Context: an optimization exercise on an open-source flow, tuned for a short achievable clock period and few clock cycles. The choices shown serve that exercise and are no tape-out recipe.
RTL that was checked went through simulation tests only; none was proved equivalent to the original.

==> build 88 <==
// circuit_layout_top
module circuit_layout_top (
	input  logic         clk,
	input  logic         rst,
	input  logic         elem_req,
	input  logic [31:0]  elem_rec,
	output logic         elem_ack,
	input  logic         run_req,
	output logic         run_ack,
	output logic         cmd_req,
	output logic [46:0]  cmd,
	input  logic         cmd_ack
);
	localparam int NE = 12;
	localparam int NN = 32;
	logic [4:0] in_a;
	logic [4:0] in_b;
	logic [1:0] in_k;
	assign in_a = elem_rec[31:27];
	assign in_b = elem_rec[26:22];
	assign in_k = elem_rec[21:20];
	logic [NE-1:0] neth;
	logic [NN-1:0] th;
	logic [NN-1:0] th_nx;
	logic [NN-1:0] moh;
	logic [NN-1:0] deg1;
	logic [NN-1:0] deg2;
	logic [NE-1:0][4:0] tab_a;
	logic [NE-1:0][4:0] tab_b;
	logic [NE-1:0][1:0] tab_k;
	logic [NN-1:0] e0_oa;
	logic [NN-1:0] e0_ob;
	logic [2:0] settle;
	logic settled;
	logic [8:0] r0;
	logic [8:0] r1;
	function automatic logic [8:0] row0_fast(input logic [32:0] t);
		logic [8:0] r;
  ...
clock: 5.0 ns
lec_check: 0
abc_clock_period_in_ps: 2000
cap_margin: 20
core_margin: 2
core_utilization: 50
setup_slack_margin: 3.0
slew_margin: 20
tns_end_percent: 100
run.sh (not shown) runs the stock make flow with config.mk's settings and CLKGATE_MAP_FILE= SYNTH_SCRIPT=/design/flow/synth_recipe.tcl, a recipe that flattens the netlist after the stock synthesis.
==> build 81: changes against build 88 <==
==> flow/design.v (replaced) <==
package circuit_layout_pkg;
	localparam logic [8:0] CMD_LINE_FILLED = 9'd0;
	localparam logic [8:0] CMD_LINE_DASHED = 9'd1;
	localparam logic [8:0] CMD_SPRITE_V    = 9'd2;
	localparam logic [8:0] CMD_SPRITE_I    = 9'd3;
	localparam logic [8:0] CMD_SPRITE_R    = 9'd4;
	localparam logic [8:0] CMD_DOT         = 9'd5;
endpackage
`timescale 1ns/1ps
module circuit_layout_top (
	input  logic         clk,
	input  logic         rst,
	input  logic         elem_req,
	input  logic [31:0]  elem_rec,
	output logic         elem_ack,
	input  logic         run_req,
	output logic         run_ack,
	output logic         cmd_req,
	output logic [46:0]  cmd,
	input  logic         cmd_ack
);
	localparam int NE = 12;
	localparam int NN = 32;
	logic [4:0] in_a;
	logic [4:0] in_b;
	logic [1:0] in_k;
	assign in_a = elem_rec[31:27];
	assign in_b = elem_rec[26:22];
	assign in_k = elem_rec[21:20];
	logic [NE-1:0] neth;
	logic [NN-1:0] th;
	logic [NN-1:0] th_nx;
	logic [NN-1:0] moh;
	logic [NN-1:0] deg1;
	logic [NN-1:0] deg2;
	logic [NE-1:0][4:0] tab_a;
	logic [NE-1:0][4:0] tab_b;
	logic [NE-1:0][1:0] tab_k;
	logic [NN-1:0] e0_oa;
	logic [NN-1:0] e0_ob;
	logic [2:0] settle;
	logic settled;
	logic [NN-1:0] hit_a;
	logic [NN-1:0] hit_b;
	logic store;
	assign store = elem_req && !elem_ack && !neth[NE-1] && (in_k != 2'd3);
	assign settled = settle[2];
	always_comb begin
		for (int n = 0; n < NN; n++) begin
			hit_a[n] = (in_a == 5'(n));
			hit_b[n] = (in_b == 5'(n));
			th_nx[n] = th[n] | (in_a >= 5'(n)) | (in_b >= 5'(n));
		end
	end
	always_ff @(posedge clk) begin
		if (rst) begin
			elem_ack <= 1'b0;
			neth <= '0;
			th <= '0;
			moh <= '0;
			deg1 <= '0;
			deg2 <= '0;
			settle <= '0;
		end else begin
			elem_ack <= elem_req;
			if (store) begin
				settle <= '0;
			end else if (!settle[2]) begin
				settle <= settle + 3'd1;
			end
			if (store) begin
				neth <= {neth[NE-2:0], 1'b1};
				th <= th_nx;
				moh <= th_nx & ~{1'b0, th_nx[NN-1:1]};
				deg1 <= deg1 | hit_a | hit_b;
				deg2 <= deg2 | (hit_a & hit_b) | (deg1 & (hit_a | hit_b));
			end
		end
	end
	always_ff @(posedge clk) begin
		if (store && !neth[0]) begin
			e0_oa <= hit_a;
			e0_ob <= hit_b;
			tab_k[0] <= in_k;
		end
		for (int i = 1; i < NE; i++) begin
			if (store && !neth[i] && neth[i - 1]) begin
				tab_a[i] <= in_a;
				tab_b[i] <= in_b;
				tab_k[i] <= in_k;
			end
		end
	end
	logic [NE-1:0] noh;
	assign noh = neth & ~{1'b0, neth[NE-1:1]};
	logic [NN-1:0][8:0] row_c;
	logic [8:0] rp_c;
	logic [9:0] sp_c;
	logic [9:0] sl0_c;
	logic [9:0] dl0_c;
	always_comb begin
		for (int n = 0; n < NN; n++) begin
			row_c[n] = '0;
			for (int m = 0; m < NN; m++) begin
				if (n <= m && moh[m]) begin
					row_c[n] = row_c[n] | 9'(5 + (n + 1) * ((480 - 2 * 5) / (m + 2)));
				end
			end
		end
		rp_c = '0;
		for (int m = 0; m < NN; m++) begin
			if (moh[m]) begin
				rp_c = rp_c | 9'((480 - 2 * 5) / (m + 2));
			end
		end
	end
	always_comb begin
		sp_c = '0;
		sl0_c = '0;
		dl0_c = '0;
		for (int i = 0; i < NE; i++) begin
			if (noh[i]) begin
				sp_c = sp_c | 10'((640 - 2 * 20) / (i + 1));
				sl0_c = sl0_c | 10'(20 + ((640 - 2 * 20) / (i + 1)) / 2 - 44 / 2);
				dl0_c = dl0_c | 10'(20 + ((640 - 2 * 20) / (i + 1)) / 2 - 6 / 2);
			end
		end
	end
	logic [NN-1:0][8:0] row_s;
	logic [8:0] rp;
	logic [9:0] sp;
	logic [9:0] sl0;
	logic [9:0] dl0;
	always_ff @(posedge clk) begin
		row_s <= row_c;
		rp <= rp_c;
		sp <= sp_c;
		sl0 <= sl0_c;
		dl0 <= dl0_c;
	end
	function automatic logic [8:0] row_of(input logic [NN-1:0] oh, input logic [NN-1:0][8:0] rows);
		logic [8:0] r;
		r = '0;
		for (int n = 0; n < NN; n++) begin
			if (oh[n]) begin
				r = r | rows[n];
			end
		end
		row_of = r;
	endfunction
	function automatic logic [2:0] sprite_kind(input logic [1:0] k);
		case (k)
			2'd0: sprite_kind = 3'd2;
			2'd1: sprite_kind = 3'd3;
			default: sprite_kind = 3'd4;
		endcase
	endfunction
	logic [8:0] e0_ra, e0_rb;
	logic [8:0] e0_top, e0_h, e0_da, e0_db;
	logic [2:0] e0_sk;
	logic [NE-1:0] eoh;
	logic [NE-1:0] peoh;
	logic [4:0] pn_a_c, pn_b_c;
	logic [1:0] pn_k_c;
	logic [4:0] pn_a, pn_b;
	logic [NN-1:0] pn_oa, pn_ob;
	logic [2:0] pn_sk1, pn_sk2, pn_sk;
	logic [8:0] pn_ra, pn_rb;
	logic [8:0] pn_top, pn_h, pn_da, pn_db;
	assign peoh = {eoh[NE-2:0], 1'b0};
	always_comb begin
		pn_a_c = '0;
		pn_b_c = '0;
		pn_k_c = '0;
		for (int i = 1; i < NE; i++) begin
			if (peoh[i]) begin
				pn_a_c = pn_a_c | tab_a[i];
				pn_b_c = pn_b_c | tab_b[i];
				pn_k_c = pn_k_c | tab_k[i];
			end
		end
	end
	always_ff @(posedge clk) begin
		e0_ra <= row_of(e0_oa, row_s);
		e0_rb <= row_of(e0_ob, row_s);
		e0_sk <= sprite_kind(tab_k[0]);
		if (e0_ra < e0_rb) begin
			e0_top <= e0_ra;
			e0_h <= e0_rb - e0_ra;
		end else begin
			e0_top <= e0_rb;
			e0_h <= e0_ra - e0_rb;
		end
		e0_da <= e0_ra - 9'(10 / 2);
		e0_db <= e0_rb - 9'(10 / 2);
		pn_a <= pn_a_c;
		pn_b <= pn_b_c;
		pn_sk1 <= sprite_kind(pn_k_c);
		for (int n = 0; n < NN; n++) begin
			pn_oa[n] <= (pn_a == 5'(n));
			pn_ob[n] <= (pn_b == 5'(n));
		end
		pn_sk2 <= pn_sk1;
		pn_ra <= row_of(pn_oa, row_s);
		pn_rb <= row_of(pn_ob, row_s);
		pn_sk <= pn_sk2;
		if (pn_ra < pn_rb) begin
			pn_top <= pn_ra;
			pn_h <= pn_rb - pn_ra;
		end else begin
			pn_top <= pn_rb;
			pn_h <= pn_ra - pn_rb;
		end
		pn_da <= pn_ra - 9'(10 / 2);
		pn_db <= pn_rb - 9'(10 / 2);
	end
	logic phase;               
	logic [8:0] y;             
	logic [NN-1:0] fs;         
	logic [NN-1:0] ts;         
	logic [1:0] sub;           
	logic [2:0] d_sk;
	logic [8:0] d_top, d_h, d_da, d_db;
	logic [9:0] d_sl, d_dl;
	logic started;
	logic done;
	logic cmd_valid;
	logic cmd_last;
	logic step;
	logic has;
	logic issue;
	logic ld_try;
	logic ld_ok;
	logic last_e;
	logic track;
	logic [46:0] nx;
	assign has = neth[0];
	assign issue = !cmd_req && !cmd_ack && run_req && !run_ack && !done && has && cmd_valid;
	assign ld_try = started && ((cmd_req && cmd_ack) || !cmd_valid) && !cmd_last;
	assign ld_ok = !phase || settled;
	assign last_e = !(|(peoh & neth));
	assign track = !started || !phase || (eoh[0] && sub == 2'd0);
	always_comb begin
		if (!started) begin
			nx = {(deg2[0] ? circuit_layout_pkg::CMD_LINE_FILLED : circuit_layout_pkg::CMD_LINE_DASHED),
				9'd1, 10'((640 - 2 * 20)), row_s[0], 10'(20)};
		end else if (!phase) begin
			nx = {(fs[0] ? circuit_layout_pkg::CMD_LINE_FILLED : circuit_layout_pkg::CMD_LINE_DASHED),
				9'd1, 10'((640 - 2 * 20)), y, 10'(20)};
		end else begin
			case (sub)
				2'd0: nx = {9'(d_sk), d_h, 10'(44), d_top, d_sl};
				2'd1: nx = {circuit_layout_pkg::CMD_DOT, 9'(10), 10'(6), d_da, d_dl};
				default: nx = {circuit_layout_pkg::CMD_DOT, 9'(10), 10'(6), d_db, d_dl};
			endcase
		end
	end
	always_ff @(posedge clk) begin
		if (rst) begin
			cmd_req <= 1'b0;
			run_ack <= 1'b0;
			started <= 1'b0;
			done <= 1'b0;
			cmd_valid <= 1'b0;
			step <= 1'b0;
		end else begin
			cmd_req <= cmd_req ? !cmd_ack : issue;
			if (issue) begin
				started <= 1'b1;
				if (cmd_last) begin
					done <= 1'b1;
				end
			end
			if (run_ack) begin
				if (!run_req) begin
					run_ack <= 1'b0;
				end
			end else if (run_req && !cmd_req && !cmd_ack && (done || !has)) begin
				run_ack <= 1'b1;
				done <= 1'b0;
				started <= 1'b0;
			end
			step <= 1'b0;
			if (!started) begin
				cmd_valid <= 1'b1;
			end else if (ld_try) begin
				cmd_valid <= ld_ok;
				step <= ld_ok;
			end
		end
	end
	always_ff @(posedge clk) begin
		if (!started || (ld_try && ld_ok)) begin
			cmd <= nx;
			cmd_last <= started && phase && (sub == 2'd2) && last_e;
		end
	end
	always_ff @(posedge clk) begin
		if (!started) begin
			phase <= !th[1];
			y <= row_s[1];
			fs <= deg2 >> 1;
			ts <= th >> 2;
			eoh <= NE'(1);
			sub <= 2'd0;
		end else if (step) begin
			if (!phase) begin
				y <= y + rp;
				fs <= fs >> 1;
				ts <= ts >> 1;
				if (!ts[0]) begin
					phase <= 1'b1;
				end
			end else if (sub == 2'd2) begin
				sub <= 2'd0;
				eoh <= peoh;
			end else begin
				sub <= sub + 2'd1;
			end
		end
	end
	always_ff @(posedge clk) begin
		if (track) begin
			d_sk <= e0_sk;
			d_top <= e0_top;
			d_h <= e0_h;
			d_da <= e0_da;
			d_db <= e0_db;
			d_sl <= sl0;
			d_dl <= dl0;
		end else if (step && phase && sub == 2'd2) begin
			d_sk <= pn_sk;
			d_top <= pn_top;
			d_h <= pn_h;
			d_da <= pn_da;
			d_db <= pn_db;
			d_sl <= d_sl + sp;
			d_dl <= d_dl + sp;
		end
	end
endmodule
- ABC_CLOCK_PERIOD_IN_PS: 2000 -> 1700
- CORE_UTILIZATION: 50 -> 60
- SETUP_SLACK_MARGIN: 3.0 -> 3.3
==> summary.md <==
| Metric | Value |
|---|---|
| Total number of vias | 42280 |
| Met3 routed WL | 31.26 mm |
| Final std cells w/o fill | 5892 |
| Part of the Yosys area used for sequential elements | 0.5612 |
| Status | complete, no violations |
| Nets | 4694 |
| Critical Path AT | 2.95 ns |
| # Taps | 1176 |
| Area Growth Syn to Fin | 20.00% |
| Worst VDD drop | 397.4 uV |
| GR Util met3 | 0.1691 |
| Worst slew pin tran | 1.027 ns |
| Hold Startpoint | e0_dba[0] |
| CP peak stage delay | 0.55 ns |
| GPL Wtd Cong | 1.134 |
| Fraction of layout cells with a size suffix above 1 | 0.2304 |
Source of the figures above: build 88

==> summary.md <==
| Metric | Value |
|---|---|
| Post-CTS setup buffers | 491 |
| Placed cell count | 4639 |
| Part of the Yosys area used for sequential elements | 0.5709 |
| Post-CTS Resized | 1272 |
| Status | aborted with a tool error |
| Syn avg cell area | 10.39 um2 |
| Error Message | [ERROR GRT-0116] Global routing finished with congestion. Check the congestion regions in the DRC Viewer. |
| Synth area leaders | dfxtp_1 30%, edfxtp_1 27%, a22oi_1 5.0% |
| GR Util met3 | 0.8165 |
| GPL Wtd Cong | 1.203 |
| Vias in the first global route | 53730 |
| Last step reached | global routing |
| Top-area cell type share of the netlist area | 0.2990 |
| Largest net degree at the start of global routing | 81 |
| Syn Inst Count | 3880 |
Source of the figures above: build 81

Testbench counts of build 81, summed over its fixed seeds: cycles 13,844.
Function not checked in build 88: the RTL went through the layout flow alone.

-- re-timing with driven ports --
In the flow no input, the clock included, has a driving cell. The finished layout below was timed again as built, in two steps.
Step 1 (the two cells are an assumption about what drives the block):
set clk [get_ports {clk}]
set_driving_cell -lib_cell sky130_fd_sc_hd__clkbuf_16 $clk
set_driving_cell -lib_cell sky130_fd_sc_hd__buf_2 [delete_from_list [all_inputs] $clk]
Step 2, shift: input delay + t, output delay - t, t = (earliest + latest rising clock arrival at the registers) / 2. This alone moves slack from input paths to output paths.
Slacks: ideal / step 1 / step 2; pairs: ideal / step 1.
run: build 88
t (ns): 0.788
setup WS [ns]: 2.685 / 2.632 / 2.226
hold slack, ns: 0.325 / 0.325 / 0.325
After both steps build 88 still meets setup and hold. For build 88, drivers alone change the setup slack by -0.053 ns; drivers and shift together by -0.459 ns.
